This is an optimization exercise on Yosys and OpenROAD, whose aim is small area, a short achievable clock period and few clock cycles per item, not a production implementation.
No functional check of the RTL was part of any run shown here.
Power is estimated from default activity; no workload was simulated.

==> design.v <==
package irsa_pkg;
    localparam int unsigned MAX_DIM = 4096;
    localparam int unsigned CFG_W   = 13;
    localparam int unsigned IDX_W   = 2;
    localparam int unsigned DIM_W   = 13;
    localparam int unsigned POS_W   = 12;
    localparam int unsigned ROT_W   = 2;
    localparam int unsigned BPP_W   = 5;
    localparam int unsigned PROD_W  = POS_W + DIM_W;
    localparam int unsigned ADDR_W  = 28;
    localparam logic [IDX_W-1:0] REG_SRC_WIDTH       = 2'd0;
    localparam logic [IDX_W-1:0] REG_SRC_HEIGHT      = 2'd1;
    localparam logic [IDX_W-1:0] REG_ROTATION        = 2'd2;
    localparam logic [IDX_W-1:0] REG_BYTES_PER_PIXEL = 2'd3;
    localparam logic [ROT_W-1:0] ROT_INVALID = 2'd0;
    localparam logic [ROT_W-1:0] ROT_90      = 2'd1;
    localparam logic [ROT_W-1:0] ROT_180     = 2'd2;
    localparam logic [ROT_W-1:0] ROT_270     = 2'd3;
    localparam logic [DIM_W-1:0] DIM_MAX = DIM_W'(MAX_DIM);
    localparam logic [DIM_W-1:0] DIM_RST = 13'd1;
    localparam logic [BPP_W-1:0] BPP_MAX = 5'd16;
    localparam logic [BPP_W-1:0] BPP_RST = 5'd4;
    typedef struct packed {
        logic accept;
        logic map_en;
        logic out_load;
    } t_dp_cmd;
endpackage
import irsa_pkg::*;
module image_rotate_scatter_address
#(
    parameter int unsigned PIXEL_BITS = 32
) (
    input  logic                  i_clk,
    input  logic                  i_rst_n,
    input  logic                  i_cfg_wr_en,
    input  logic [IDX_W-1:0]      i_cfg_index,
    input  logic [CFG_W-1:0]      i_cfg_wdata,
    input  logic                  i_in_valid,
    output logic                  o_in_stall,
    input  logic [PIXEL_BITS-1:0] i_pixel_in,
    input  logic                  i_frame_start,
    output logic                  o_out_valid,
    input  logic                  i_out_stall,
    output logic [PIXEL_BITS-1:0] o_pixel_out,
    output logic [POS_W-1:0]      o_dest_col,
    output logic [POS_W-1:0]      o_dest_row,
    output logic [ADDR_W-1:0]     o_byte_address,
    output logic                  o_frame_last,
    output logic                  o_bad_rotation
);
    logic [DIM_W-1:0] r_w;        
    logic [DIM_W-1:0] r_h;        
    logic [ROT_W-1:0] r_rot;
    logic [BPP_W-1:0] r_bpp;      
    logic             r_bad;      
    logic [DIM_W-1:0] cfg_dim;
    logic [BPP_W-1:0] cfg_bpp;
    always_comb begin
        if (i_cfg_wdata == '0) begin
            cfg_dim = DIM_W'(1);
        end else if (i_cfg_wdata > CFG_W'(MAX_DIM)) begin
            cfg_dim = DIM_MAX;
        end else begin
            cfg_dim = DIM_W'(i_cfg_wdata);
        end
        if (i_cfg_wdata[BPP_W-1:0] == '0) begin
            cfg_bpp = BPP_W'(1);
        end else if (i_cfg_wdata[BPP_W-1:0] > BPP_MAX) begin
            cfg_bpp = BPP_MAX;
        end else begin
            cfg_bpp = i_cfg_wdata[BPP_W-1:0];
        end
    end
    always_ff @(posedge i_clk) begin
        if (!i_rst_n) begin
            r_w   <= DIM_RST;
            r_h   <= DIM_RST;
            r_rot <= ROT_90;
            r_bpp <= BPP_RST;
            r_bad <= 1'b0;
        end else if (i_cfg_wr_en) begin
            unique case (i_cfg_index)
                REG_SRC_WIDTH:       r_w <= cfg_dim;
                REG_SRC_HEIGHT:      r_h <= cfg_dim;
                REG_ROTATION: begin
                    r_rot <= i_cfg_wdata[ROT_W-1:0];
                    r_bad <= (i_cfg_wdata[ROT_W-1:0] == ROT_INVALID);
                end
                REG_BYTES_PER_PIXEL: r_bpp <= cfg_bpp;
                default: begin
                end
            endcase
        end
    end
    wire rot90  = (r_rot == ROT_90);
    wire rot180 = (r_rot == ROT_180);
    wire rot270 = (r_rot == ROT_270);
    wire bad    = (r_rot == ROT_INVALID);
    localparam int unsigned DB_W = 17;
    logic [POS_W-1:0]      r_pc, r_pr;         
    logic                  r_pcz;              
    logic                  r_org;              
    logic                  r_zp;               
    logic                  r_ce, r_re;         
    logic [DB_W-1:0]       r_db;               
    logic [ADDR_W-1:0]     r_k;                
    logic                  r_direct;           
    logic                  r_ov;
    logic                  r_stall;
    logic                  r_sv;
    logic [PIXEL_BITS-1:0] r_spix;
    logic                  r_sfs;
    logic [PIXEL_BITS-1:0] r_pix;
    logic [POS_W-1:0]      r_dr, r_dc;
    logic [ADDR_W-1:0]     r_addr;
    logic                  r_last;
    localparam logic [2:0] E_INIT = 3'd0;    
    localparam logic [2:0] E_Y    = 3'd1;    
    localparam logic [2:0] E_DB   = 3'd2;    
    localparam logic [2:0] E_T    = 3'd3;    
    localparam logic [2:0] E_FIN  = 3'd4;    
    localparam logic [2:0] E_P    = 3'd5;    
    localparam logic [2:0] E_Q    = 3'd6;    
    logic       r_busy;
    logic [2:0] r_est;
    logic [3:0] r_idx;
    logic       r_bit;
    logic       r_a_dbl, r_a_addr, r_a_negb, r_b_b, r_b_db, r_b_k, r_b_dc, r_sub;
    wire                  fs  = r_sv ? r_sfs  : i_frame_start;
    wire [PIXEL_BITS-1:0] pix = r_sv ? r_spix : i_pixel_in;
    wire accept   = i_in_valid && !r_stall;
    wire fs_wait  = fs && !r_org;
    wire can_go   = !r_ov || !i_out_stall;
    wire have     = r_sv || accept;
    wire ld_out   = can_go && have;
    wire load     = ld_out && !fs_wait;
    wire skid_ld  = accept && !(can_go && !fs_wait);
    wire [POS_W-1:0] pe_c = r_zp ? '0 : r_pc;
    wire [POS_W-1:0] pe_r = r_zp ? '0 : r_pr;
    wire [DIM_W-1:0] wd_x = r_w + {1'b0, ~pe_c};
    wire [DIM_W-1:0] hd_x = r_h + {1'b0, ~pe_r};
    wire [POS_W-1:0] wd   = wd_x[POS_W-1:0];
    wire [POS_W-1:0] hd   = hd_x[POS_W-1:0];
    wire oor    = !wd_x[POS_W] || !hd_x[POS_W];
    wire w_is1  = (r_w == DIM_W'(1));
    wire h_is1  = (r_h == DIM_W'(1));
    wire colend = r_org ? w_is1 : r_ce;
    wire rowend = r_org ? h_is1 : r_re;
    wire wd_is0 = (wd == '0);
    wire hd_is0 = (hd == '0);
    wire wd_is1 = (wd == POS_W'(1));
    wire hd_is1 = (hd == POS_W'(1));
    wire [POS_W-1:0] pc1 = r_zp ? POS_W'(1) : r_pc + POS_W'(1);
    wire [POS_W-1:0] pr1 = r_zp ? POS_W'(1) : r_pr + POS_W'(1);
    logic [POS_W-1:0] dr_s, dc_s;
    always_comb begin
        dr_s = '0; dc_s = '0;
        unique case (r_rot)
            ROT_90:  begin dr_s = pe_c; dc_s = hd;   end
            ROT_180: begin dr_s = hd;   dc_s = wd;   end
            ROT_270: begin dr_s = wd;   dc_s = pe_r; end
            default: begin end
        endcase
    end
    wire [POS_W-1:0] npc = colend ? '0 : pc1;
    wire [POS_W-1:0] npr = colend ? (rowend ? '0 : pr1) : pe_r;
    wire [POS_W-1:0] ymul = rot180 ? wd : hd;
    wire [POS_W-1:0] xmul = rot180 ? hd : wd;
    logic [POS_W-1:0] bmul;
    always_comb begin
        unique case (r_est)
            E_INIT, E_Y: bmul = ymul;
            E_P:         bmul = r_dr;
            default:     bmul = xmul;
        endcase
    end
    wire [3:0] idx_m1 = r_idx - 4'd1;
    logic [3:0] idx_top;
    always_comb begin
        if (bmul[11:9] != '0)     idx_top = 4'd11;
        else if (bmul[8:6] != '0) idx_top = 4'd8;
        else if (bmul[5:3] != '0) idx_top = 4'd5;
        else                      idx_top = 4'd2;
    end
    wire idx_last = (r_idx == '0);
    wire mid      = !oor && !r_org;    
    localparam int unsigned CTL_W = 8;
    function automatic logic [CTL_W-1:0] ctl_run(input logic org, input logic pcz,
                                                 input logic [ROT_W-1:0] rot);
        logic r90, r180;
        r90  = (rot == ROT_90);
        r180 = (rot == ROT_180);
        if (org) begin
            ctl_run = {1'b0, 1'b0, 1'b1, 1'b0, r90, !r90, 1'b0, 1'b0};
        end else if (pcz && rot[0]) begin
            ctl_run = {1'b0, 1'b1, 1'b0, 1'b0, 1'b0, 1'b1, 1'b0, r90};
        end else begin
            ctl_run = {1'b0, 1'b1, 1'b0, r180, !r180, 1'b0, 1'b0, !r90};
        end
    endfunction
    function automatic logic [CTL_W-1:0] ctl_eng(input logic [2:0] est, input logic bit_,
                                                 input logic r180);
        unique case (est)
            E_Y:      ctl_eng = {1'b1, 1'b0, 1'b0, bit_, 1'b0, 1'b0, 1'b0, 1'b0};
            E_T, E_P: ctl_eng = {1'b1, 1'b0, 1'b0, 1'b0, bit_, 1'b0, 1'b0, 1'b0};
            E_DB:     ctl_eng = {1'b0, 1'b1, 1'b0, 1'b1, 1'b0, 1'b0, 1'b0, 1'b0};
            E_FIN:    ctl_eng = {1'b0, 1'b1, 1'b0, !r180, r180, 1'b0, 1'b0, 1'b0};
            E_Q:      ctl_eng = {1'b0, 1'b1, 1'b0, 1'b0, 1'b0, 1'b0, 1'b1, 1'b0};
            default:  ctl_eng = {1'b0, 1'b1, 1'b0, 1'b0, 1'b0, 1'b0, 1'b0, 1'b0};
        endcase
    endfunction
    logic       e_busy, e_org, e_direct, e_bit;
    logic [2:0] e_est;
    logic [3:0] e_idx;
    always_comb begin
        e_busy   = r_busy;
        e_est    = r_est;
        e_idx    = idx_m1;
        e_bit    = bmul[idx_m1];
        e_org    = r_org;
        e_direct = r_direct;
        unique case (r_est)
            E_INIT: begin
                e_est = E_Y;
                e_idx = idx_top;
                e_bit = bmul[idx_top];
            end
            E_Y: begin
                if (idx_last) e_est = E_DB;
            end
            E_DB: begin
                e_est = E_T;
                e_idx = idx_top;
                e_bit = bmul[idx_top];
            end
            E_T: begin
                if (idx_last) e_est = E_FIN;
            end
            E_FIN: begin
                if (oor) e_org = 1'b1;
                e_idx = 4'(POS_W - 1);
                e_bit = dr_s[POS_W-1];
                if (mid) begin
                    e_est = E_P;
                end else begin
                    e_busy = 1'b0;
                    e_est  = E_INIT;
                end
            end
            E_P: begin
                if (idx_last) begin
                    e_est = E_Q;
                    e_idx = 4'(r_bpp - BPP_W'(1));
                end
            end
            default: begin   
                if (idx_last) begin
                    e_busy   = 1'b0;
                    e_direct = 1'b1;
                    e_est    = E_INIT;
                end
            end
        endcase
    end
    wire       w_quick = (i_cfg_index == REG_BYTES_PER_PIXEL) && r_zp && (r_est == E_INIT || r_est == E_Y);
    wire [3:0] w_idx   = idx_top;
    wire       w_bit   = bmul[idx_top];
    wire [CTL_W-1:0] ctl_busy  = e_busy ? ctl_eng(e_est, e_bit, rot180) : ctl_run(e_org, r_pcz, r_rot);
    wire [CTL_W-1:0] ctl_load  = ctl_run(colend && rowend, colend, r_rot);
    wire [CTL_W-1:0] ctl_hold  = ctl_run(r_org, r_pcz, r_rot);
    wire [CTL_W-1:0] ctl_wait  = ctl_run(1'b1, r_pcz, r_rot);
    wire [CTL_W-1:0] ctl_quick = ctl_eng(E_Y, w_bit, rot180);
    wire fs_block = have && fs_wait;
    logic [CTL_W-1:0] n_ctl;
    logic             n_busy, n_org, n_pcz, n_direct, n_bit;
    logic [2:0]       n_est;
    logic [3:0]       n_idx;
    always_comb begin
        n_busy   = r_busy;
        n_est    = r_est;
        n_idx    = idx_m1;
        n_bit    = e_bit;
        n_org    = r_org;
        n_pcz    = r_pcz;
        n_direct = r_direct;
        n_ctl    = ctl_hold;
        if (i_cfg_wr_en) begin
            n_busy = 1'b1;
            if (w_quick) begin
                n_est = E_Y;
                n_idx = w_idx;
                n_bit = w_bit;
                n_ctl = ctl_quick;
            end else begin
                n_est = E_INIT;
            end
        end else if (r_busy) begin
            n_busy   = e_busy;
            n_est    = e_est;
            n_idx    = e_idx;
            n_org    = e_org;
            n_direct = e_direct;
            n_ctl    = ctl_busy;
        end else if (load) begin
            n_direct = 1'b0;
            n_pcz    = colend;
            n_org    = colend && rowend;
            n_ctl    = ctl_load;
        end else if (fs_block) begin
            n_org    = 1'b1;
            n_ctl    = ctl_wait;
        end
    end
    wire n_a_dbl, n_a_addr, n_a_negb, n_b_b, n_b_db, n_b_k, n_b_dc, n_sub;
    assign {n_a_dbl, n_a_addr, n_a_negb, n_b_b, n_b_db, n_b_k, n_b_dc, n_sub} = n_ctl;
    wire [BPP_W-1:0]  negb5   = BPP_W'(~r_bpp + BPP_W'(1));
    wire [ADDR_W-1:0] add_a   = ({ADDR_W{r_a_dbl}}  & {r_addr[ADDR_W-2:0], 1'b0})
                              | ({ADDR_W{r_a_addr}} & r_addr)
                              | ({ADDR_W{r_a_negb}} & {{(ADDR_W-BPP_W){1'b1}}, negb5});
    wire [ADDR_W-1:0] add_b   = ({ADDR_W{r_b_b}}  & ADDR_W'(r_bpp))
                              | ({ADDR_W{r_b_db}} & ADDR_W'(r_db))
                              | ({ADDR_W{r_b_k}}  & r_k)
                              | ({ADDR_W{r_b_dc}} & ADDR_W'(r_dc));
    wire [ADDR_W-1:0] add_b2  = r_sub ? ~add_b : add_b;
    localparam int unsigned NPOS = ADDR_W + 1;
    localparam int unsigned NLEV = $clog2(NPOS);
    logic [NPOS-1:0] pg_g [0:NLEV];
    logic [NPOS-1:0] pg_p [0:NLEV];
    assign pg_g[0] = {add_a & add_b2, r_sub};
    assign pg_p[0] = {add_a ^ add_b2, 1'b0};
    for (genvar l = 0; l < NLEV; l++) begin : g_lev
        for (genvar j = 0; j < NPOS; j++) begin : g_pos
            if (((j >> l) & 1) == 1) begin : g_comb
                localparam int unsigned K = ((j >> l) << l) - 1;
                assign pg_g[l+1][j] = pg_g[l][j] | (pg_p[l][j] & pg_g[l][K]);
                assign pg_p[l+1][j] = pg_p[l][j] & pg_p[l][K];
            end else begin : g_pass
                assign pg_g[l+1][j] = pg_g[l][j];
                assign pg_p[l+1][j] = pg_p[l][j];
            end
        end
    end
    wire [ADDR_W-1:0] add_sum = pg_p[0][ADDR_W:1] ^ pg_g[NLEV][ADDR_W-1:0];
    always_ff @(posedge i_clk) begin
        if (!i_rst_n) begin
            r_pcz    <= 1'b1;
            r_org    <= 1'b1;
            r_zp     <= 1'b1;
            r_ov     <= 1'b0;
            r_sv     <= 1'b0;
            r_busy   <= 1'b1;
            r_stall  <= 1'b1;
            r_est    <= E_INIT;
            r_direct <= 1'b0;
        end else begin
            r_ov     <= load || (r_ov && i_out_stall);
            r_sv     <= skid_ld || (r_sv && !load);
            r_stall  <= n_busy || skid_ld || (r_sv && !load);
            r_busy   <= n_busy;
            r_est    <= n_est;
            r_org    <= n_org;
            r_pcz    <= n_pcz;
            r_direct <= n_direct;
            r_zp     <= n_org || (n_busy && n_est != E_FIN && n_est != E_P && n_est != E_Q);
        end
    end
    always_ff @(posedge i_clk) begin
        if (load) begin
            r_pc <= npc;
            r_pr <= npr;
            r_ce <= colend ? w_is1 : wd_is1;
            r_re <= colend ? (rowend ? h_is1 : hd_is1) : rowend;
        end else if (r_busy && r_est == E_FIN) begin
            r_ce <= wd_is0;
            r_re <= hd_is0;
        end
    end
    always_ff @(posedge i_clk) begin
        r_idx   <= n_idx;
        r_bit   <= n_bit;
        r_a_dbl  <= n_a_dbl;
        r_a_addr <= n_a_addr;
        r_a_negb <= n_a_negb;
        r_b_b   <= n_b_b;
        r_b_db  <= n_b_db;
        r_b_k   <= n_b_k;
        r_b_dc  <= n_b_dc;
        r_sub   <= n_sub;
        if (i_cfg_wr_en) begin
            r_addr <= '0;
        end else if (r_busy) begin
            unique case (r_est)
                E_INIT: begin
                    r_addr <= '0;
                end
                E_DB: begin
                    r_db   <= bad ? '0 : add_sum[DB_W-1:0];
                    r_addr <= '0;
                end
                E_FIN: begin
                    r_k    <= add_sum;
                    r_dr   <= dr_s;
                    r_dc   <= dc_s;
                    r_addr <= '0;
                end
                default: begin   
                    r_addr <= add_sum;
                end
            endcase
        end else if (ld_out) begin
            if (r_org || !r_direct) begin
                r_addr <= add_sum;
            end
            r_dr   <= dr_s;
            r_dc   <= dc_s;
        end
    end
    always_ff @(posedge i_clk) begin
        if (skid_ld) begin
            r_spix <= i_pixel_in;
            r_sfs  <= i_frame_start;
        end
        if (ld_out) begin
            r_pix  <= pix;
            r_last <= colend && rowend;
        end
    end
    assign o_in_stall     = r_stall;
    assign o_out_valid    = r_ov;
    assign o_pixel_out    = r_pix;
    assign o_dest_col     = r_dc;
    assign o_dest_row     = r_dr;
    assign o_byte_address = r_addr;
    assign o_frame_last   = r_last;
    assign o_bad_rotation = r_bad;
endmodule
==> flow/run.sh <==
#!/bin/bash
set -euo pipefail
CTS='-sink_clustering_enable -repair_clock_nets -dont_use_dummy_load'
bash standard.sh SETUP_SLACK_MARGIN=7 'BUFFER_PORTS_ARGS=-buffer_cell sky130_fd_sc_hd__buf_2' "CTS_ARGS=$CTS" finish > flow_make.log 2>&1
==> standard.sh <==
#!/bin/bash
# synth_recipe.tcl (not shown) runs the flow's synth.tcl, then flattens the netlist and writes it again
# the make line also repeats each setting of config.mk as NAME=value (left out here)
make -C /OpenROAD-flow-scripts/flow DESIGN_CONFIG=/design/flow/config.mk WORK_HOME=/design/flow/orfs CLKGATE_MAP_FILE= SYNTH_SCRIPT=/design/flow/synth_recipe.tcl "${@:-finish}"
==> config.mk <==
export PLATFORM = sky130hd
export DESIGN_NAME = image_rotate_scatter_address
export DESIGN_NICKNAME = image_rotate_scatter_address
export VERILOG_FILES = /design/flow/design.v
export SDC_FILE = /design/flow/constraint.sdc
export NUM_CORES = 4
export LEC_CHECK = 0
export CAP_MARGIN = 20
export CORE_MARGIN = 2
export CORE_UTILIZATION = 45
export SETUP_SLACK_MARGIN = 5
export SLEW_MARGIN = 20
export TNS_END_PERCENT = 0
==> constraint.sdc <==
create_clock -name core_clock -period 10.0 [get_ports {i_clk}]
set_input_delay 2.0000 -clock core_clock [delete_from_list [all_inputs] [get_ports {i_clk}]]
set_output_delay 2.0000 -clock core_clock [all_outputs]
set_load 0.01 [all_outputs]
==> out/results.ini, run 1 <==
[grt]
grt_max_degree = 44
grt_pass1_wl_um = 67300
grtUsageMet3 = 0.0322
first_global_vias = 11746
grt-ovfl-total = 0
grtUsageTotal = 0.256
grt-busiest-layer = met2
gr-usage-met1 = 0.340
antenna_found_initial = 0
met2_usage = 0.422

[synth]
synth_top_area_share = 0.334
syn_avg_cell_area_um2 = 9.74
synth_top_cell_by_area = edfxtp_1
syn-instance-count = 1484
synth.distinct_cells = 82
synth_edf_count = 161
synth_warnings = 3
syn_nets = 1600
yosysSeqAreaShare = 0.452
synthFlopType = edfxtp_1
async_reset_ff_frac = 0
synth_area_leaders = edfxtp_1 (33%), dfxtp_1 (12%), ha_1 (4.9%), nand2_1 (4.5%), o21ai_0 (3.5%)
netlist_area_um2 = 14500
ys_seq_elements = 246

[flow_run]
max_cap_violations = 0

[clock_network]
numClockSinks = 246
worstSkewPairLatency_ps = 540
cts-buffers-inserted = 29
clk_pin_slew_ps = 60
cts_hold_buf = 0
cts-root-buf = clkbuf_16
cts_max_path_buffers = 3
cts_tree = done
h-tree-depth = 1

[power]
peakVddDrop_mv = 0.145
power_per_cell_area_nw_per_um2 = 159
leakagePower_nw = 6.68

[worst_hold_path]
holdPathStages = 2
hold_path_class = reg2reg
hp-start = r_bad$_SDFFE_PN0P_
hold_path_end = r_bad$_SDFFE_PN0P_

[timing]
finClkSkew_ps = 15.8
setup-tns-final_ps = 0
rsz0062_at_grt = true
timing.final.crit_share = 0.364
maxSlewViolCount = 0
timing.final.crit_period_ps = 3640
max_slew.worst_pin.slew_ps = 1010
setup_viol = 0
slew_headroom = 0.327
hold_viol_final = 0
max_freq_mhz = 275

[placement]
placed_cells = 1958
dp_hpwl_um = 30400
portBuffers = 140
gp_congestion = 0.981
placed_area_um2 = 15600

[detailed_routing]
drt-pass1-iter-count = 6
wl_per_cell_um = 21.7
drc = 0
drtIter0Drc = 1068
finalWirelength_um = 44100
viasPerCell = 6.12
vias = 12461
postRouteAntennaNets = 0

[cells_and_area]
ff_latch_area_um2 = 6560
layout_commonest_cell = nand2_1
diodes = 0
final_nets = 1752
layout_common_cells = nand2_1 (172), edfxtp_1 (161), buf_2 (140), nor2_1 (114), o21ai_0 (94)
final_area_um2 = 17300
final_cells = 2036
drive_gt1_frac = 0.239
multi_input_area_um2 = 8160
fillers = 2824
layout-area-overhead-vs-synth_pct = 19.9

[die]
io_pins = 141
die_width_um = 183
die_y_um = 183
start_util = 0.458
row_count = 65
dieArea_um2 = 33600
core_area_um2 = 31600

[critical_path]
critPathSlowestCell = edfxtp_1
end_kind = flip-flop
required_ps = 10430
cpLargestDelayFamily = compound AO/OA/AOI/OAI gates
r2r_start = r_pc[0]$_SDFFCE_PP0P_
critical_path_class = reg2reg
start_kind = flip-flop
worst-path-max-fanout = 3
crit_buf_inv = 3
cpMostUsedCell = buf_4
crit_chain = nand2b_4, ha_4, inv_2, fa_2, or2b_1, a21oi_2, buf_4, o21ai_2, a31oi_1, o31a_1, buf_4, a221oi_2, or4_1, a41o_1, a211o_1, a31o_1
critPathArrivalTime_ps = 4080
r2r_end = r_b_b$_DFF_P_
reg2reg_depth = 16
slowest_delay_ps = 480
rrSetupSlack_ps = 6360

[status]
outcome = complete, no violations

==> area by class of cell <==
class	instances	share of cell area
Sequential cell	246	0.378
Multi-Input combinational cell	1116	0.471
Inverter	38	0.00895
Clock buffer	29	0.0419
Tap cell	402	0.0290
Timing Repair Buffer	205	0.0706
==> state kept, by name (all words and copies together), names as in the netlist, 13 cells and up <==
signal  flops
r_addr     28
r_db       17
r_h        13
r_k        28
r_pix      32
r_spix     32
r_w        13
==> kinds of logic after synthesis <==
logic type	synth area share
buf+inv	0.0323
simple gates	0.165
compound gates	0.203
flops	0.452
xor+xnor	0.0526
mux	0.0369
fa+ha+maj	0.0576
==> per-stage QoR <==
| stage | total power, mW | worst slack [ps] | hold WS [ps] | util |
|---|---|---|---|---|
| 2_1_floorplan | 1.62 | 6210 | 461 | - |
| 3_3_place_gp | 1.79 | 5510 | 481 | 0.493 |
| 3_5_place_dp | 1.79 | 5430 | 487 | 0.493 |
| 4_1_cts | 2.72 | 6480 | 495 | 0.539 |
| 5_1_grt | 2.87 | 6260 | 509 | 0.549 |
| 6_report | 2.75 | 6360 | 489 | 0.549 |
==> cells in the mapped netlist, types with 16 or more instances <==
library cell and count:
a21boi_0 30, a21o_1 18, a21oi_1 63, a221o_1 24
a221oi_1 16, a22o_1 21, a22oi_1 24, and3_1 20
clkbuf_1 72, dfxtp_1 85, edfxtp_1 161, ha_1 57
inv_1 36, mux2_2 34, nand2_1 172, nand2b_1 39
nand3_1 29, nor2_1 118, nor2b_1 40, nor3_1 26
o21ai_0 102, xnor2_1 57, xor2_1 28
==> metal layers <==
metal / vias up / wire length (um)
met5: - / 0
met1: 6012 / 18500
met2: 544 / 20300
met3: 117 / 3070
li1: 5788 / -
met4: 0 / 2200
==> tightest hold or removal path, delay by kind of cell, from the launching register on <==
family	cells	cell delay, ps
AO/OA/AOI/OAI	2	130
flip-flops	1	310
==> repair_timing <==
item | 4_1_cts | 5_1_grt
gates cloned | 1 | 0
resized for setup | 86 | 46
buffers inserted | 38 | 10
endpoints found under the setup margin | 296 | 317
pin swaps | 36 | 23
==> where the power goes <==
| group | switching, mW | internal [mW] |
|---|---|---|
| Clock | 0.377 | 0.503 |
| Sequential | 0.0412 | 1.13 |
| Combinational | 0.402 | 0.298 |
| Total | 0.820 | 1.93 |
==> how the worst max path moves through the flow <==
| stage | startpoint | end | slack (ps) | cells past startpoint |
|---|---|---|---|---|
| 5_1_grt | r_pc[0]$_SDFFCE_PP0P_ | r_b_b$_DFF_P_ | 6260 | 16 |
| 3_3_place_gp | r_zp$_SDFF_PN1_ | r_b_b$_DFF_P_ | 5510 | 14 |
| 3_5_place_dp | r_zp$_SDFF_PN1_ | r_b_b$_DFF_P_ | 5430 | 14 |
| 2_1_floorplan | i_frame_start | r_sfs$_DFFE_PP_ | 6210 | 4 |
| 4_1_cts | r_pc[0]$_SDFFCE_PP0P_ | r_b_b$_DFF_P_ | 6480 | 15 |
| 6_report | r_pc[0]$_SDFFCE_PP0P_ | r_b_b$_DFF_P_ | 6360 | 16 |
==> inputs of run 2 (changes only) <==
==> flow/run.sh (replaced) <==
#!/bin/bash
set -euo pipefail
CTS='-sink_clustering_enable -repair_clock_nets -dont_use_dummy_load'
bash standard.sh SETUP_SLACK_MARGIN=7.5 'BUFFER_PORTS_ARGS=-buffer_cell sky130_fd_sc_hd__buf_2' "CTS_ARGS=$CTS" finish > flow_make.log 2>&1
==> run 2 against run 1 <==
Flip-flop and latch count stayed put. Largest cell class unchanged. Clock power hardly changed. Largest power group unchanged. Highest routed layer unchanged. Power stayed put. Maximum frequency stayed put.
==> out/results.ini, run 2 <==
[timing]
max_freq_mhz = 275  ; unchanged
maxSlewViolCount = 0  ; unchanged
rsz0062_at_grt = true
max_slew.worst_pin.slew_ps = 1010  ; unchanged
finClkSkew_ps = 15.8  ; unchanged
slew_headroom = 0.327  ; unchanged
setup_viol = 0  ; unchanged
hold_viol_final = 0  ; unchanged
timing.final.crit_period_ps = 3640  ; unchanged
timing.final.crit_share = 0.364  ; unchanged
setup_ws_ps = 6360  ; unchanged
setup-tns-final_ps = 0  ; unchanged

[critical_path]
critical_path_class = reg2reg
critPathArrivalTime_ps = 4080  ; about the same
crit_chain = nand2b_4, ha_4, inv_2, fa_2, or2b_1, a21oi_2, buf_4, o21ai_2, a31oi_1, o31a_1, buf_4, a221oi_2, or4_1, a41o_1, a211o_1, a31o_1
required_ps = 10430  ; about the same
slowest_delay_ps = 480  ; about the same
end_kind = flip-flop
r2r_start = r_pc[0]$_SDFFCE_PP0P_
r2r_end = r_b_b$_DFF_P_
critPathSlowestCell = edfxtp_1
rrSetupSlack_ps = 6360  ; about the same
cpMostUsedCell = buf_4
start_kind = flip-flop
worst-path-max-fanout = 3  ; unchanged
reg2reg_depth = 16  ; unchanged

[synth]
syn_avg_cell_area_um2 = 9.74  ; unchanged
synth.top_cells.by_count = nand2_1 (172), edfxtp_1 (161), nor2_1 (118)
yosysSeqAreaShare = 0.452  ; unchanged
syn-instance-count = 1484  ; unchanged
netlist_area_um2 = 14500  ; unchanged
synth_area_leaders = edfxtp_1 (33%), dfxtp_1 (12%), ha_1 (4.9%), nand2_1 (4.5%), o21ai_0 (3.5%)
synth.distinct_cells = 82  ; unchanged
synth.most_common_cell = nand2_1
synth_top_cell_by_area = edfxtp_1
syn_nets = 1600  ; unchanged
ys_seq_elements = 246  ; unchanged
synth_warnings = 3  ; unchanged
synthFlopType = edfxtp_1
synth_edf_count = 161  ; unchanged
synth_top_area_share = 0.334  ; unchanged
async_reset_ff_frac = 0  ; unchanged

[placement]
dp_hpwl_um = 30400  ; unchanged
placed_cells = 1958  ; unchanged
dp_slack_ps = 5430  ; unchanged
portBuffers = 140  ; unchanged
gp_congestion = 0.981  ; unchanged

[cells_and_area]
multi_input_area_um2 = 8160  ; unchanged
layout_common_cells = nand2_1 (172), edfxtp_1 (161), buf_2 (140), nor2_1 (114), o21ai_0 (94)
drive_gt1_frac = 0.239  ; unchanged
final_nets = 1752  ; unchanged
diodes = 0  ; unchanged
reg.largest.list = r_pix: 32 flops, r_spix: 32 flops
layout-area-overhead-vs-synth_pct = 19.9  ; unchanged
layout_commonest_cell = nand2_1
ff_latch_area_um2 = 6560  ; unchanged
fillers = 2824  ; unchanged
final_cells = 2036  ; unchanged

[worst_hold_path]
hold_path_end = r_bad$_SDFFE_PN0P_
holdPathStages = 2  ; unchanged
hp-start = r_bad$_SDFFE_PN0P_
hold_path_class = reg2reg

[die]
core_area_um2 = 31600  ; unchanged
start_util = 0.458  ; unchanged
dieArea_um2 = 33600  ; unchanged
die_y_um = 183  ; unchanged
row_count = 65  ; unchanged
die_width_um = 183  ; unchanged
io_pins = 141  ; unchanged

[grt]
grtUsageTotal = 0.256  ; unchanged
antenna_found_initial = 0  ; unchanged
grt_pass1_wl_um = 67300  ; unchanged
first_global_vias = 11746  ; unchanged
grt-ovfl-total = 0  ; unchanged
grt_max_degree = 44  ; unchanged

[clock_network]
h-tree-depth = 1  ; unchanged
cts_tree = done
numClockSinks = 246  ; unchanged
clk_pin_slew_ps = 60  ; about the same
cts-root-buf = clkbuf_16
cts-buffers-inserted = 29  ; unchanged
cts_max_path_buffers = 3  ; unchanged
worstSkewPairLatency_ps = 540  ; about the same

[detailed_routing]
viasPerCell = 6.12  ; unchanged
drc = 0  ; unchanged
postRouteAntennaNets = 0  ; unchanged
wl_per_cell_um = 21.7  ; unchanged
vias = 12461  ; unchanged
drt-pass1-iter-count = 6  ; unchanged
drtIter0Drc = 1068  ; unchanged
finalWirelength_um = 44100  ; unchanged

[flow_run]
max_cap_violations = 0  ; unchanged

[power]
power_per_cell_area_nw_per_um2 = 159  ; unchanged
leakagePower_nw = 6.68  ; unchanged
peakVddDrop_mv = 0.145  ; unchanged

[status]
outcome = complete, no violations

[run 2: cell counts in the layout (fill, tap and decap cells not counted)]
No cell type changed its count.
[run 2: worst max path at each step]
| stage | from | end | slack [ps] | cells past startpoint |
|---|---|---|---|---|
| finish | r_pc[0]$_SDFFCE_PP0P_ | r_b_b$_DFF_P_ | 6360 | 16 |
| global route | r_pc[0]$_SDFFCE_PP0P_ | r_b_b$_DFF_P_ | 6260 | 16 |
| CTS | r_pc[0]$_SDFFCE_PP0P_ | r_b_b$_DFF_P_ | 6480 | 15 |
| detailed placement | r_zp$_SDFF_PN1_ | r_b_b$_DFF_P_ | 5430 | 14 |
| global placement | r_zp$_SDFF_PN1_ | r_b_b$_DFF_P_ | 5510 | 14 |
| floorplan | i_frame_start | r_sfs$_DFFE_PP_ | 6210 | 4 |
[run 2: area by class of cell]
| class | instances | area share |
|---|---|---|
| clock buffer | 29 | 0.0419 |
| timing repair buffer | 205 | 0.0706 |
| inverter | 38 | 0.00895 |
| tap | 402 | 0.0290 |
| multi-input combinational | 1116 | 0.471 |
| sequential | 246 | 0.378 |
[run 2: power breakdown]
| part | total [mW] | internal, mW | switching, mW |
|---|---|---|---|
| Combinational | 0.700 | 0.298 | 0.402 |
| Sequential | 1.17 | 1.13 | 0.0412 |
| Clock | 0.880 | 0.503 | 0.377 |
[run 2: critical path, delay by kind of cell, from the launching register on]
kind | cells | cell delay [ps]
AOI/OAI and AO/OA | 8 | 1430
DFF | 1 | 480
adders and majority gates | 2 | 490
and+or+nand+nor | 3 | 800
buffers and inverters | 3 | 330
[run 2: timing repair]
action | CTS | global route
hold buffers | 0 | 0
hold endpoints to repair | 0 | 0
setup buffers | 38 | 10
gates cloned | 1 | 0
resized for setup | 86 | 46
pin swaps | 36 | 23
setup endpoints to repair | 402 | 400
[run 2: kinds of logic after synthesis]
kind of cell	Yosys count	synth area share
and+or+nand+nor	501	0.165
xor gates and xnor gates	86	0.0526
adders and majority gates	63	0.0576
DFF	246	0.452
muxes	49	0.0369
buffers and inverters	123	0.0323
AOI/OAI and AO/OA	416	0.203
[run 2: stage by stage]
step | util | power, mW | hold WS, ps | cell area [um^2]
5_1_grt | 0.549 | 2.87 | 509 | 17300
4_1_cts | 0.539 | 2.72 | 495 | 17000
3_3_place_gp | 0.493 | 1.79 | 481 | 15600
3_5_place_dp | 0.493 | 1.79 | 487 | 15600
6_report | 0.549 | 2.75 | 489 | 17300
2_1_floorplan | - | 1.62 | 461 | 14500
[run 2: per-layer routing]
layer / wire (um) / vias to the layer above / track usage
met5: 0 / - / 0
met2: 20300 / 544 / 0.422
met1: 18500 / 6012 / 0.340
met4: 2200 / 0 / 0.108
met3: 3070 / 117 / 0.0322
li1: - / 5788 / -
==> inputs of run 3 (changes only) <==
--- a/design.v
+++ b/design.v
@@ -95,14 +95,13 @@
     end
     wire rot90  = (r_rot == ROT_90);
     wire rot180 = (r_rot == ROT_180);
-    wire rot270 = (r_rot == ROT_270);
     wire bad    = (r_rot == ROT_INVALID);
     localparam int unsigned DB_W = 17;
     logic [POS_W-1:0]      r_pc, r_pr;         
     logic                  r_pcz;              
     logic                  r_org;              
-    logic                  r_zp;               
     logic                  r_ce, r_re;         
+    logic                  r_mid;              
     logic [DB_W-1:0]       r_db;               
     logic [ADDR_W-1:0]     r_k;                
     logic                  r_direct;           
@@ -117,9 +116,9 @@
     logic                  r_last;
     localparam logic [2:0] E_INIT = 3'd0;    
     localparam logic [2:0] E_Y    = 3'd1;    
-    localparam logic [2:0] E_DB   = 3'd2;    
-    localparam logic [2:0] E_T    = 3'd3;    
-    localparam logic [2:0] E_FIN  = 3'd4;    
+    localparam logic [2:0] E_T    = 3'd2;    
+    localparam logic [2:0] E_FIN  = 3'd3;    
+    localparam logic [2:0] E_FIN2 = 3'd4;    
     localparam logic [2:0] E_P    = 3'd5;    
     localparam logic [2:0] E_Q    = 3'd6;    
     logic       r_busy;
@@ -136,13 +135,15 @@
     wire ld_out   = can_go && have;
     wire load     = ld_out && !fs_wait;
     wire skid_ld  = accept && !(can_go && !fs_wait);
-    wire [POS_W-1:0] pe_c = r_zp ? '0 : r_pc;
-    wire [POS_W-1:0] pe_r = r_zp ? '0 : r_pr;
+    wire [POS_W-1:0] pe_c = r_org ? '0 : r_pc;
+    wire [POS_W-1:0] pe_r = r_org ? '0 : r_pr;
     wire [DIM_W-1:0] wd_x = r_w + {1'b0, ~pe_c};
     wire [DIM_W-1:0] hd_x = r_h + {1'b0, ~pe_r};
     wire [POS_W-1:0] wd   = wd_x[POS_W-1:0];
     wire [POS_W-1:0] hd   = hd_x[POS_W-1:0];
     wire oor    = !wd_x[POS_W] || !hd_x[POS_W];
+    wire [POS_W-1:0] pc1 = r_org ? POS_W'(1) : r_pc + POS_W'(1);
+    wire [POS_W-1:0] pr1 = r_org ? POS_W'(1) : r_pr + POS_W'(1);
     wire w_is1  = (r_w == DIM_W'(1));
     wire h_is1  = (r_h == DIM_W'(1));
     wire colend = r_org ? w_is1 : r_ce;
@@ -151,8 +152,6 @@
     wire hd_is0 = (hd == '0);
     wire wd_is1 = (wd == POS_W'(1));
     wire hd_is1 = (hd == POS_W'(1));
-    wire [POS_W-1:0] pc1 = r_zp ? POS_W'(1) : r_pc + POS_W'(1);
-    wire [POS_W-1:0] pr1 = r_zp ? POS_W'(1) : r_pr + POS_W'(1);
     logic [POS_W-1:0] dr_s, dc_s;
     always_comb begin
         dr_s = '0; dc_s = '0;
@@ -165,26 +164,26 @@
     end
     wire [POS_W-1:0] npc = colend ? '0 : pc1;
     wire [POS_W-1:0] npr = colend ? (rowend ? '0 : pr1) : pe_r;
-    wire [POS_W-1:0] ymul = rot180 ? wd : hd;
-    wire [POS_W-1:0] xmul = rot180 ? hd : wd;
-    logic [POS_W-1:0] bmul;
+    wire [DIM_W-1:0] dmul = rot180 ? r_w : r_h;
+    wire [DIM_W-1:0] xmul = rot180 ? r_h : r_w;
+    logic [DIM_W-1:0] bmul;
     always_comb begin
         unique case (r_est)
-            E_INIT, E_Y: bmul = ymul;
-            E_P:         bmul = r_dr;
-            default:     bmul = xmul;
+            E_Y:     bmul = dmul;
+            E_T:     bmul = xmul;
+            default: bmul = {1'b0, r_dr};
         endcase
     end
     wire [3:0] idx_m1 = r_idx - 4'd1;
-    logic [3:0] idx_top;
-    always_comb begin
-        if (bmul[11:9] != '0)     idx_top = 4'd11;
-        else if (bmul[8:6] != '0) idx_top = 4'd8;
-        else if (bmul[5:3] != '0) idx_top = 4'd5;
-        else                      idx_top = 4'd2;
-    end
-    wire idx_last = (r_idx == '0);
-    wire mid      = !oor && !r_org;    
+    wire       idx_last = (r_idx == '0);
+    wire [DIM_W-1:0] lz_in = (r_busy && r_est == E_Y) ? xmul : dmul;
+    wire       lz_a   = |lz_in[11:8];
+    wire       lz_b   = |lz_in[7:4];
+    wire [3:0] lz_nib = lz_a ? lz_in[11:8] : (lz_b ? lz_in[7:4] : lz_in[3:0]);
+    wire [1:0] lz_lo  = lz_nib[3] ? 2'd3 : (lz_nib[2] ? 2'd2 : (lz_nib[1] ? 2'd1 : 2'd0));
+    wire [3:0] lz_top = lz_in[12] ? 4'd12 : {lz_a ? 2'd2 : (lz_b ? 2'd1 : 2'd0), lz_lo};
+    wire [3:0] top_d  = lz_top;
+    wire [3:0] top_x  = lz_top;
     localparam int unsigned CTL_W = 8;
     function automatic logic [CTL_W-1:0] ctl_run(input logic org, input logic pcz,
                                                  input logic [ROT_W-1:0] rot);
@@ -204,8 +203,8 @@
         unique case (est)
             E_Y:      ctl_eng = {1'b1, 1'b0, 1'b0, bit_, 1'b0, 1'b0, 1'b0, 1'b0};
             E_T, E_P: ctl_eng = {1'b1, 1'b0, 1'b0, 1'b0, bit_, 1'b0, 1'b0, 1'b0};
-            E_DB:     ctl_eng = {1'b0, 1'b1, 1'b0, 1'b1, 1'b0, 1'b0, 1'b0, 1'b0};
-            E_FIN:    ctl_eng = {1'b0, 1'b1, 1'b0, !r180, r180, 1'b0, 1'b0, 1'b0};
+            E_FIN:    ctl_eng = {1'b0, 1'b1, 1'b0, 1'b0, !r180, 1'b0, 1'b0, !r180};
+            E_FIN2:   ctl_eng = {1'b0, 1'b1, 1'b0, 1'b1, 1'b0, 1'b0, 1'b0, 1'b0};
             E_Q:      ctl_eng = {1'b0, 1'b1, 1'b0, 1'b0, 1'b0, 1'b0, 1'b1, 1'b0};
             default:  ctl_eng = {1'b0, 1'b1, 1'b0, 1'b0, 1'b0, 1'b0, 1'b0, 1'b0};
         endcase
@@ -213,6 +212,7 @@
     logic       e_busy, e_org, e_direct, e_bit;
     logic [2:0] e_est;
     logic [3:0] e_idx;
+    wire        k_done = (r_est == E_FIN && rot180) || r_est == E_FIN2;
     always_comb begin
         e_busy   = r_busy;
         e_est    = r_est;
@@ -223,27 +223,28 @@
         unique case (r_est)
             E_INIT: begin
                 e_est = E_Y;
-                e_idx = idx_top;
-                e_bit = bmul[idx_top];
+                e_idx = top_d;
+                e_bit = 1'b1;
             end
             E_Y: begin
-                if (idx_last) e_est = E_DB;
-            end
-            E_DB: begin
-                e_est = E_T;
-                e_idx = idx_top;
-                e_bit = bmul[idx_top];
+                if (idx_last) begin
+                    e_est = E_T;
+                    e_idx = top_x;
+                    e_bit = 1'b1;
+                end
             end
             E_T: begin
                 if (idx_last) e_est = E_FIN;
             end
-            E_FIN: begin
-                if (oor) e_org = 1'b1;
-                e_idx = 4'(POS_W - 1);
-                e_bit = dr_s[POS_W-1];
-                if (mid) begin
+            E_FIN, E_FIN2: begin
+                if (!k_done) begin
+                    e_est = E_FIN2;
+                end else if (r_mid) begin
                     e_est = E_P;
+                    e_idx = 4'(POS_W);
+                    e_bit = 1'b0;
                 end else begin
+                    e_org  = 1'b1;       
                     e_busy = 1'b0;
                     e_est  = E_INIT;
                 end
@@ -263,14 +264,12 @@
             end
         endcase
     end
-    wire       w_quick = (i_cfg_index == REG_BYTES_PER_PIXEL) && r_zp && (r_est == E_INIT || r_est == E_Y);
-    wire [3:0] w_idx   = idx_top;
-    wire       w_bit   = bmul[idx_top];
+    wire w_quick = (i_cfg_index == REG_BYTES_PER_PIXEL);
     wire [CTL_W-1:0] ctl_busy  = e_busy ? ctl_eng(e_est, e_bit, rot180) : ctl_run(e_org, r_pcz, r_rot);
     wire [CTL_W-1:0] ctl_load  = ctl_run(colend && rowend, colend, r_rot);
     wire [CTL_W-1:0] ctl_hold  = ctl_run(r_org, r_pcz, r_rot);
     wire [CTL_W-1:0] ctl_wait  = ctl_run(1'b1, r_pcz, r_rot);
-    wire [CTL_W-1:0] ctl_quick = ctl_eng(E_Y, w_bit, rot180);
+    wire [CTL_W-1:0] ctl_quick = ctl_eng(E_Y, 1'b1, rot180);
     wire fs_block = have && fs_wait;
     logic [CTL_W-1:0] n_ctl;
     logic             n_busy, n_org, n_pcz, n_direct, n_bit;
@@ -289,8 +288,8 @@
             n_busy = 1'b1;
             if (w_quick) begin
                 n_est = E_Y;
-                n_idx = w_idx;
-                n_bit = w_bit;
+                n_idx = top_d;
+                n_bit = 1'b1;
                 n_ctl = ctl_quick;
             end else begin
                 n_est = E_INIT;
@@ -346,7 +345,6 @@
         if (!i_rst_n) begin
             r_pcz    <= 1'b1;
             r_org    <= 1'b1;
-            r_zp     <= 1'b1;
             r_ov     <= 1'b0;
             r_sv     <= 1'b0;
             r_busy   <= 1'b1;
@@ -362,31 +360,31 @@
             r_org    <= n_org;
             r_pcz    <= n_pcz;
             r_direct <= n_direct;
-            r_zp     <= n_org || (n_busy && n_est != E_FIN && n_est != E_P && n_est != E_Q);
         end
     end
     always_ff @(posedge i_clk) begin
+        r_mid <= !oor && !r_org;
         if (load) begin
             r_pc <= npc;
             r_pr <= npr;
             r_ce <= colend ? w_is1 : wd_is1;
             r_re <= colend ? (rowend ? h_is1 : hd_is1) : rowend;
-        end else if (r_busy && r_est == E_FIN) begin
+        end else if (r_busy && r_est == E_T) begin
             r_ce <= wd_is0;
             r_re <= hd_is0;
         end
     end
     always_ff @(posedge i_clk) begin
-        r_idx   <= n_idx;
-        r_bit   <= n_bit;
+        r_idx    <= n_idx;
+        r_bit    <= n_bit;
         r_a_dbl  <= n_a_dbl;
         r_a_addr <= n_a_addr;
         r_a_negb <= n_a_negb;
-        r_b_b   <= n_b_b;
-        r_b_db  <= n_b_db;
-        r_b_k   <= n_b_k;
-        r_b_dc  <= n_b_dc;
-        r_sub   <= n_sub;
+        r_b_b    <= n_b_b;
+        r_b_db   <= n_b_db;
+        r_b_k    <= n_b_k;
+        r_b_dc   <= n_b_dc;
+        r_sub    <= n_sub;
         if (i_cfg_wr_en) begin
             r_addr <= '0;
         end else if (r_busy) begin
@@ -394,15 +392,23 @@
                 E_INIT: begin
                     r_addr <= '0;
                 end
-                E_DB: begin
-                    r_db   <= bad ? '0 : add_sum[DB_W-1:0];
-                    r_addr <= '0;
+                E_Y: begin
+                    if (idx_last) begin
+                        r_db   <= bad ? '0 : add_sum[DB_W-1:0];
+                        r_addr <= '0;
+                    end else begin
+                        r_addr <= add_sum;
+                    end
                 end
-                E_FIN: begin
-                    r_k    <= add_sum;
-                    r_dr   <= dr_s;
-                    r_dc   <= dc_s;
-                    r_addr <= '0;
+                E_FIN, E_FIN2: begin
+                    if (k_done) begin
+                        r_k    <= add_sum;
+                        r_dr   <= dr_s;
+                        r_dc   <= dc_s;
+                        r_addr <= '0;
+                    end else begin
+                        r_addr <= add_sum;
+                    end
                 end
                 default: begin   
                     r_addr <= add_sum;
==> flow/run.sh (replaced) <==
#!/bin/bash
set -euo pipefail
CTS='-sink_clustering_enable -repair_clock_nets -dont_use_dummy_load'
bash standard.sh SETUP_SLACK_MARGIN=6.5 'BUFFER_PORTS_ARGS=-buffer_cell sky130_fd_sc_hd__buf_2' "CTS_ARGS=$CTS" finish > flow_make.log 2>&1
==> run 3 against run 2 <==
Power up 1.4%. Global-route usage down 1.4 points. Maximum frequency rose by 5.0%. Critical endpoint is now r_db[16]$_SDFFCE_PN0P_. Critical path depth fell by 1. First-iteration DRC count grew 12%. Count of clock-buffer cells in the layout decreased by 1. Sequential power hardly changed. Die area is 0.31% lower. Largest cell class unchanged. Synthesized area fell by 0.32%. Sequential share of layout area increased by 1.4 points. Setup slack improved by 170 ps. Largest power group unchanged. Highest routed layer unchanged.
==> out/results.ini, run 3 <==
[cells_and_area]
final_nets = 1718  ; -1.9%
multi_input_area_um2 = 7590  ; -7.0%
layout-area-overhead-vs-synth_pct = 15.9
final_cells = 2005  ; -1.5%
fillers = 2910  ; +3.0%
utilization = 0.529  ; -0.0198
drive_gt1_frac = 0.206  ; -0.0333
ff_latch_area_um2 = 6560  ; about the same
reg.largest.list = r_pix: 32 flops, r_spix: 32 flops
layout_commonest_cell = nand2_1
layout_common_cells = nand2_1 (179), edfxtp_1 (161), buf_2 (140), nor2_1 (94), dfxtp_1 (78)

[detailed_routing]
postRouteAntennaNets = 0  ; unchanged
vias = 12172  ; -2.3%
drtIter0Drc = 1197  ; +12%
finalWirelength_um = 41900  ; -5.0%
wl_per_cell_um = 20.9  ; -3.5%
viasPerCell = 6.07  ; -0.81%
drt-pass1-iter-count = 6  ; unchanged
drc = 0  ; unchanged

[synth]
syn-instance-count = 1471  ; -0.88%
syn_avg_cell_area_um2 = 9.80  ; +0.56%
synth_edf_count = 161  ; unchanged
synth.most_common_cell = nand2_1
synth_area_leaders = edfxtp_1 (34%), dfxtp_1 (12%), ha_1 (4.8%), nand2_1 (4.7%), xnor2_1 (3.6%)
synthFlopType = edfxtp_1
synth_warnings = 3  ; unchanged
synth.distinct_cells = 84  ; +2.4%
syn_nets = 1585  ; -0.94%
synth_top_area_share = 0.336  ; +0.00107
async_reset_ff_frac = 0  ; unchanged
netlist_area_um2 = 14400  ; -0.32%
ys_seq_elements = 246  ; unchanged
yosysSeqAreaShare = 0.454  ; +0.00145
synth_top_cell_by_area = edfxtp_1
synth.top_cells.by_count = nand2_1 (180), edfxtp_1 (161), nor2_1 (96)

[placement]
placed_cells = 1949  ; -0.46%
dp_hpwl_um = 29100  ; -4.3%
portBuffers = 140  ; unchanged
gp_congestion = 0.949  ; -3.2%

[critical_path]
end_kind = flip-flop
worst-path-max-fanout = 4  ; +1
required_ps = 10310  ; -120 ps
critPathArrivalTime_ps = 3780  ; -300 ps
critical_path_class = reg2reg
start_kind = flip-flop

[clock_network]
cts-root-buf = clkbuf_16
clk_pin_slew_ps = 60  ; about the same
cts_max_path_buffers = 3  ; unchanged
worstSkewPairLatency_ps = 550  ; about the same
h-tree-depth = 1  ; unchanged
cts_tree = done
numClockSinks = 246  ; unchanged
cts_hold_buf = 0  ; unchanged
cts-buffers-inserted = 28  ; -3.4%

[timing]
finClkSkew_ps = 28.4  ; +12.5 ps
rsz0062_at_grt = true
maxSlewViolCount = 0  ; unchanged
max_slew.worst_pin.slew_ps = 922  ; -87.1 ps
max_freq_mhz = 288  ; +5.0%
setup_viol = 0  ; unchanged
slew_headroom = 0.385  ; +0.0581
timing.final.crit_share = 0.347  ; -0.0175
timing.final.crit_period_ps = 3470  ; -175 ps
hold_viol_final = 0  ; unchanged
setup-tns-final_ps = 0  ; unchanged

[grt]
first_global_vias = 11444  ; -2.6%
grtUsageTotal = 0.242  ; -0.0137
grt_pass1_wl_um = 64600  ; -3.9%
grt-ovfl-total = 0  ; unchanged
grt_max_degree = 47  ; +6.8%
antenna_found_initial = 0  ; unchanged

[power]
power_frac_comb = 0.266  ; +0.011
pwr-share-clk = 0.311  ; -0.009
p_sw_frac = 0.311  ; +0.0128
peakVddDrop_mv = 0.116  ; -20%
power_per_cell_area_nw_per_um2 = 167  ; +5.2%
p_int_mw = 1.92  ; -0.46%
p_sw_uw = 867  ; +5.7%
leakagePower_nw = 6.29  ; -5.9%
p_seq_frac = 0.423  ; -0.002

[die]
dieArea_um2 = 33500  ; -0.31%
io_pins = 141  ; unchanged
row_count = 65  ; unchanged
core_area_um2 = 31600  ; unchanged
die_y_um = 183  ; -0.16%
die_width_um = 183  ; -0.16%
start_util = 0.457  ; -0.00147

[flow_run]
max_cap_violations = 0  ; unchanged

[worst_hold_path]
hold_path_class = reg2reg

[status]
outcome = complete, no violations

==> run 3: worst paths after layout <==
kind	start	to	slack, ps	cells past startpoint
max reg2reg	r_bpp[0]$_SDFFE_PN0P_	r_db[16]$_SDFFCE_PN0P_	6530	15
max	r_bpp[0]$_SDFFE_PN0P_	r_db[16]$_SDFFCE_PN0P_	6530	15
min reg2reg	r_addr[0]$_SDFFE_PP0P_	r_addr[0]$_SDFFE_PP0P_	490	2
min	r_addr[0]$_SDFFE_PP0P_	r_addr[0]$_SDFFE_PP0P_	490	2
==> run 3: power groups by stage <==
stage | combinational (mW) | clock (mW) | sequential, mW
floorplan | 0.496 | 0 | 1.18
global placement | 0.663 | 0 | 1.20
detailed placement | 0.670 | 0 | 1.20
CTS | 0.681 | 0.885 | 1.18
global route | 0.811 | 0.920 | 1.18
finish | 0.741 | 0.866 | 1.18
==> run 3: layout make-up <==
| type | count | share of cell area |
|---|---|---|
| Timing Repair inverter | 1 | 0.000449 |
| Clock buffer | 28 | 0.0419 |
| Timing Repair Buffer | 186 | 0.0669 |
| Antenna cell | 1 | 0.000150 |
| Inverter | 56 | 0.0133 |
| Tap cell | 402 | 0.0301 |
| Multi-Input combinational cell | 1085 | 0.455 |
| Sequential cell | 246 | 0.392 |
==> run 3: cell families (layout without fill, tap and decap cells) <==
kind of cell | count (synthesis) | in the layout | synth area share
DFF | 246 | 246 | 0.454
and+or+nand+nor | 471 | 471 | 0.154
adders and majority gates | 61 | 61 | 0.0561
xor gates and xnor gates | 90 | 90 | 0.0552
buffers and inverters | 140 | 271 | 0.0384
other | 0 | 1 | 0
AOI/OAI and AO/OA | 412 | 412 | 0.204
muxes | 51 | 51 | 0.0388
==> run 3: metrics by stage <==
step           worst slack [ps]  cell area (um^2)  hold WS, ps  power (mW)
2_1_floorplan              6120             14500          467        1.68
4_1_cts                    6310             16300          491        2.74
6_report                   6530             16700          495        2.79
3_3_place_gp               5660             15500          486        1.86
5_1_grt                    6310             16700          512        2.91
3_5_place_dp               5560             15500          483        1.87
==> run 3: critical path: stages, from the launching register on <==
cell and delay (ps):
dfxtp_4 400, inv_4 60, ha_4 170, xnor2_1 120, a222oi_1 270, inv_1 130, ha_4 280, a21oi_4 160
o21a_1 160, o2bb2ai_2 80, or4_4 570, nand2_4 100, inv_2 60, fa_2 390, xor2_2 170, o21a_1 120
==> run 3: what timing repair did <==
item,in CTS,in global routing
cloned,1,1
pin swaps,2,25
endpoints found under the setup margin,59,98
gates resized for setup,15,50
buffers inserted,4,21
==> run 3: routing by layer <==
metal,track usage,part of all wire,vias to the layer above
met5,0,0,-
met4,0.105,0.039,0
met3,0.0347,0.058,84
met2,0.392,0.46,448
met1,0.324,0.44,5902
li1,-,-,5738
==> inputs of run 4 (changes only) <==
==> flow/run.sh (replaced) <==
#!/bin/bash
set -euo pipefail
CTS='-sink_clustering_enable -repair_clock_nets -dont_use_dummy_load'
bash standard.sh SETUP_SLACK_MARGIN=7 'BUFFER_PORTS_ARGS=-buffer_cell sky130_fd_sc_hd__buf_2' "CTS_ARGS=$CTS" finish > flow_make.log 2>&1
==> run 4 against run 3 <==
Critical path depth unchanged. Sequential share of layout area decreased by 0.36 points. Clock power about the same. Routed wire length increased by 0.75%. Hold slack improved by 4.6 ps. Sequential power about the same. Clock skew decreased by 1.4 ps. Flip-flop and latch count unchanged. Still clean on timing, DRC and antenna.
==> out/results.ini, run 4 <==
[status]
outcome = complete, no violations

[detailed_routing]
postRouteAntennaNets = 0  ; unchanged
vias = 12228  ; +0.46%
drtIter0Drc = 1126  ; -5.9%
drt-pass1-iter-count = 5  ; -1
viasPerCell = 6.09  ; +0.31%
finalWirelength_um = 42200  ; +0.75%
drc = 0  ; unchanged
wl_per_cell_um = 21.0  ; +0.60%

[synth]
async_reset_ff_frac = 0  ; unchanged
synth_top_family_by_area = compound AO/OA/AOI/OAI gates
syn_avg_cell_area_um2 = 9.80  ; unchanged
synth_area_leaders = edfxtp_1 (34%), dfxtp_1 (12%), ha_1 (4.8%), nand2_1 (4.7%), xnor2_1 (3.6%)
synth.top_cells.by_count = nand2_1 (180), edfxtp_1 (161), nor2_1 (96)
syn-instance-count = 1471  ; unchanged
yosysSeqAreaShare = 0.454  ; unchanged
synth_mux_area_frac = 0.0388  ; unchanged
synthAdderAreaFrac = 0.0561  ; unchanged
synth_top_cell_by_area = edfxtp_1
syn_nets = 1585  ; unchanged
synth_xor_area_frac = 0.0552  ; unchanged
synth_edf_count = 161  ; unchanged
synth_top_area_share = 0.336  ; unchanged
synth_compound_area_frac = 0.204  ; unchanged
synth.most_common_cell = nand2_1
synthFlopType = edfxtp_1
netlist_area_um2 = 14400  ; unchanged
synth_simple_gate_area_frac = 0.154  ; unchanged
synth.distinct_cells = 84  ; unchanged
ys_seq_elements = 246  ; unchanged
synth_warnings = 3  ; unchanged

[grt]
antenna_found_initial = 0  ; unchanged
grt_pass1_wl_um = 65500  ; +1.4%
grtUsageMet3 = 0.0336  ; -0.00119
grt-ovfl-total = 0  ; unchanged
met2_usage = 0.404  ; +0.0123
first_global_vias = 11607  ; +1.4%
grtUsageTotal = 0.245  ; +0.00359
grt-busiest-layer = met2
grt_max_degree = 47  ; unchanged
gr-usage-met1 = 0.328  ; +0.00391

[cells_and_area]
drive_gt1_frac = 0.221  ; +0.0151
layout-area-overhead-vs-synth_pct = 17.1
reg.largest.list = r_pix: 32 flops, r_spix: 32 flops
final_nets = 1722  ; +0.23%
diodes = 0  ; -1
layout_common_cells = nand2_1 (178), edfxtp_1 (161), buf_2 (140), nor2_1 (94), dfxtp_1 (74)
layout_commonest_cell = nand2_1

[clock_network]
cts_max_path_buffers = 3  ; unchanged
h-tree-depth = 1  ; unchanged
clk_pin_slew_ps = 60  ; about the same
cts-root-buf = clkbuf_16
cts-buffers-inserted = 28  ; unchanged
cts_hold_buf = 0  ; unchanged
worstSkewPairLatency_ps = 550  ; about the same
numClockSinks = 246  ; unchanged
cts_tree = done

[critical_path]
cpLargestDelayFamily = adder cells
start_kind = flip-flop
crit_buf_inv = 3  ; unchanged
crit_chain = inv_4, ha_4, xnor2_1, a222oi_1, inv_1, ha_4, buf_4, nand3_2, o31ai_4, a21oi_2, nor2b_1, nor2_1, fa_2, xnor2_2, nor2b_1
worst-path-max-fanout = 4  ; unchanged
r2r_end = r_db[8]$_SDFFCE_PN0P_
critPathArrivalTime_ps = 3650  ; -130 ps
reg2reg_depth = 15  ; unchanged
rrSetupSlack_ps = 6600  ; +70 ps
critPathSlowestCell = dfxtp_4
end_kind = flip-flop
slowest_delay_ps = 410  ; -160 ps
r2r_start = r_bpp[1]$_SDFFE_PN0P_
critical_path_class = reg2reg
required_ps = 10250  ; -60 ps

[die]
start_util = 0.457  ; unchanged
die_y_um = 183  ; unchanged
row_count = 65  ; unchanged
core_area_um2 = 31600  ; unchanged
io_pins = 141  ; unchanged
die_width_um = 183  ; unchanged
dieArea_um2 = 33500  ; unchanged

[worst_hold_path]
hold_path_class = reg2reg
holdPathStages = 2  ; unchanged
hold_path_end = r_addr[0]$_SDFFE_PP0P_
hp-start = r_addr[0]$_SDFFE_PP0P_

[timing]
setup-tns-final_ps = 0  ; unchanged
rsz0062_at_grt = true
max_freq_mhz = 295  ; +2.1%
setup_viol = 0  ; unchanged
slew_headroom = 0.384  ; -0.000753
max_slew.worst_pin.slew_ps = 923  ; +1.13 ps
timing.final.crit_period_ps = 3400  ; -72.7 ps
holdWs_ps = 499  ; +4.60 ps
timing.final.crit_share = 0.340  ; -0.00727
finClkSkew_ps = 26.9  ; -1.42 ps
maxSlewViolCount = 0  ; unchanged
hold_viol_final = 0  ; unchanged
setup_ws_ps = 6600  ; +72.7 ps

[placement]
dp_hpwl_um = 29100  ; unchanged
gp_congestion = 0.949  ; unchanged
dp_slack_ps = 5560  ; unchanged
portBuffers = 140  ; unchanged

[power]
peakVddDrop_mv = 0.116  ; +0.38%
leakagePower_nw = 6.34  ; +0.89%
total_power_mw = 2.82  ; +1.2%
power_per_cell_area_nw_per_um2 = 167  ; +0.21%

[flow_run]
max_cap_violations = 0  ; unchanged

run 4: cell type report:
| type | instances | area, um^2 |
|---|---|---|
| inverters | 56 | 219 |
| fillers | 2872 | 14700 |
| clock buffers | 28 | 701 |
| multi-input cells | 1085 | 7720 |
| repair buffers | 190 | 1160 |
| repair inverters | 1 | 7.51 |
| well taps | 402 | 503 |
| flip-flops and latches | 246 | 6560 |
run 4: worst reg2reg max path, stage by stage (launching register included):
cell      delay (ps)
dfxtp_4          410
inv_4             60
ha_4             170
xnor2_1          130
a222oi_1         300
inv_1            120
ha_4             300
buf_4            130
nand3_2          110
o31ai_4          330
a21oi_2          120
nor2b_1          130
nor2_1            70
fa_2             400
xnor2_2          180
nor2b_1          150
run 4: worst max path at each step:
| stage | from | to | slack, ps | cells after the start |
|---|---|---|---|---|
| after CTS | r_a_dbl$_DFF_P_ | r_db[14]$_SDFFCE_PN0P_ | 6640 | 12 |
| final | r_bpp[1]$_SDFFE_PN0P_ | r_db[8]$_SDFFCE_PN0P_ | 6600 | 15 |
| after global placement | i_frame_start | r_re$_DFFE_PP_ | 5660 | 11 |
| after floorplan | i_cfg_wr_en | r_dc[0]$_DFFE_PP_ | 6120 | 5 |
| after detailed placement | i_frame_start | r_re$_DFFE_PP_ | 5560 | 11 |
| after global routing | r_org$_SDFFE_PN1P_ | r_dr[11]$_DFFE_PP_ | 6480 | 14 |
run 4: power by group:
part           internal (mW)  leakage, nW  switching [mW]
clock network          0.487        0.345           0.380
registers               1.13         2.15          0.0453
logic                  0.316         3.84           0.456
run 4: timing repair:
action	4_1_cts	5_1_grt
setup endpoints to repair	257	263
gates resized for setup	58	39
cloned	2	0
pin swaps	19	23
buffers inserted	23	6
run 4: per-layer routing:
metal  wire length (um)  vias up
met5                  0        -
met4               1800        0
met3               2450      102
met2              19600      475
met1              18400     5903
li1                   -     5748
run 4: kinds of logic (layout without fill, tap and decap cells):
family,Yosys count,in the layout
adder cells (fa/ha/maj),61,61
AND/OR/NAND/NOR,471,471
AO/OA/AOI/OAI,412,412
XOR/XNOR,90,90
buffers and inverters,140,275
multiplexers,51,51
flip-flops,246,246
run 4: per-stage QoR:
| stage | util | area (um^2) | std cells |
|---|---|---|---|
| 2_1_floorplan | - | 14500 | 1471 |
| 3_3_place_gp | 0.491 | 15500 | 1949 |
| 3_5_place_dp | 0.491 | 15500 | 1949 |
| 4_1_cts | 0.528 | 16600 | 2002 |
| 5_1_grt | 0.535 | 16900 | 2008 |
| 6_report | 0.535 | 16900 | 2008 |

-- what the ideal ports hide --
The results above use ideal ports. As a check the final layouts listed here were re-extracted and re-timed, cells and wires unchanged. Step 1 assumes that a clkbuf_16 drives the clock port and a buf_2 every other input. Step 2, shift: input delay + t, output delay - t, t = (earliest + latest rising clock arrival at the registers) / 2. This alone moves slack from input paths to output paths. a / b / c = no drivers / after step 1 / after step 2; a / b = the first two.
| run | t, ns | slack for setup (ns) | worst setup path at the end |
|---|---|---|---|
| run 1 | 0.584 | 6.357 / 6.357 / 5.957 | input to register |
| run 2 | 0.584 | 6.357 / 6.357 / 5.957 | input to register |
| run 3 | 0.585 | 6.532 / 6.532 / 6.019 | input to register |
| run 4 | 0.583 | 6.604 / 6.604 / 6.041 | input to register |
After both steps every run listed still meets setup and hold. For run 4, which loses most, drivers alone change the setup slack by 0.000 ns; drivers and shift together by -0.563 ns.
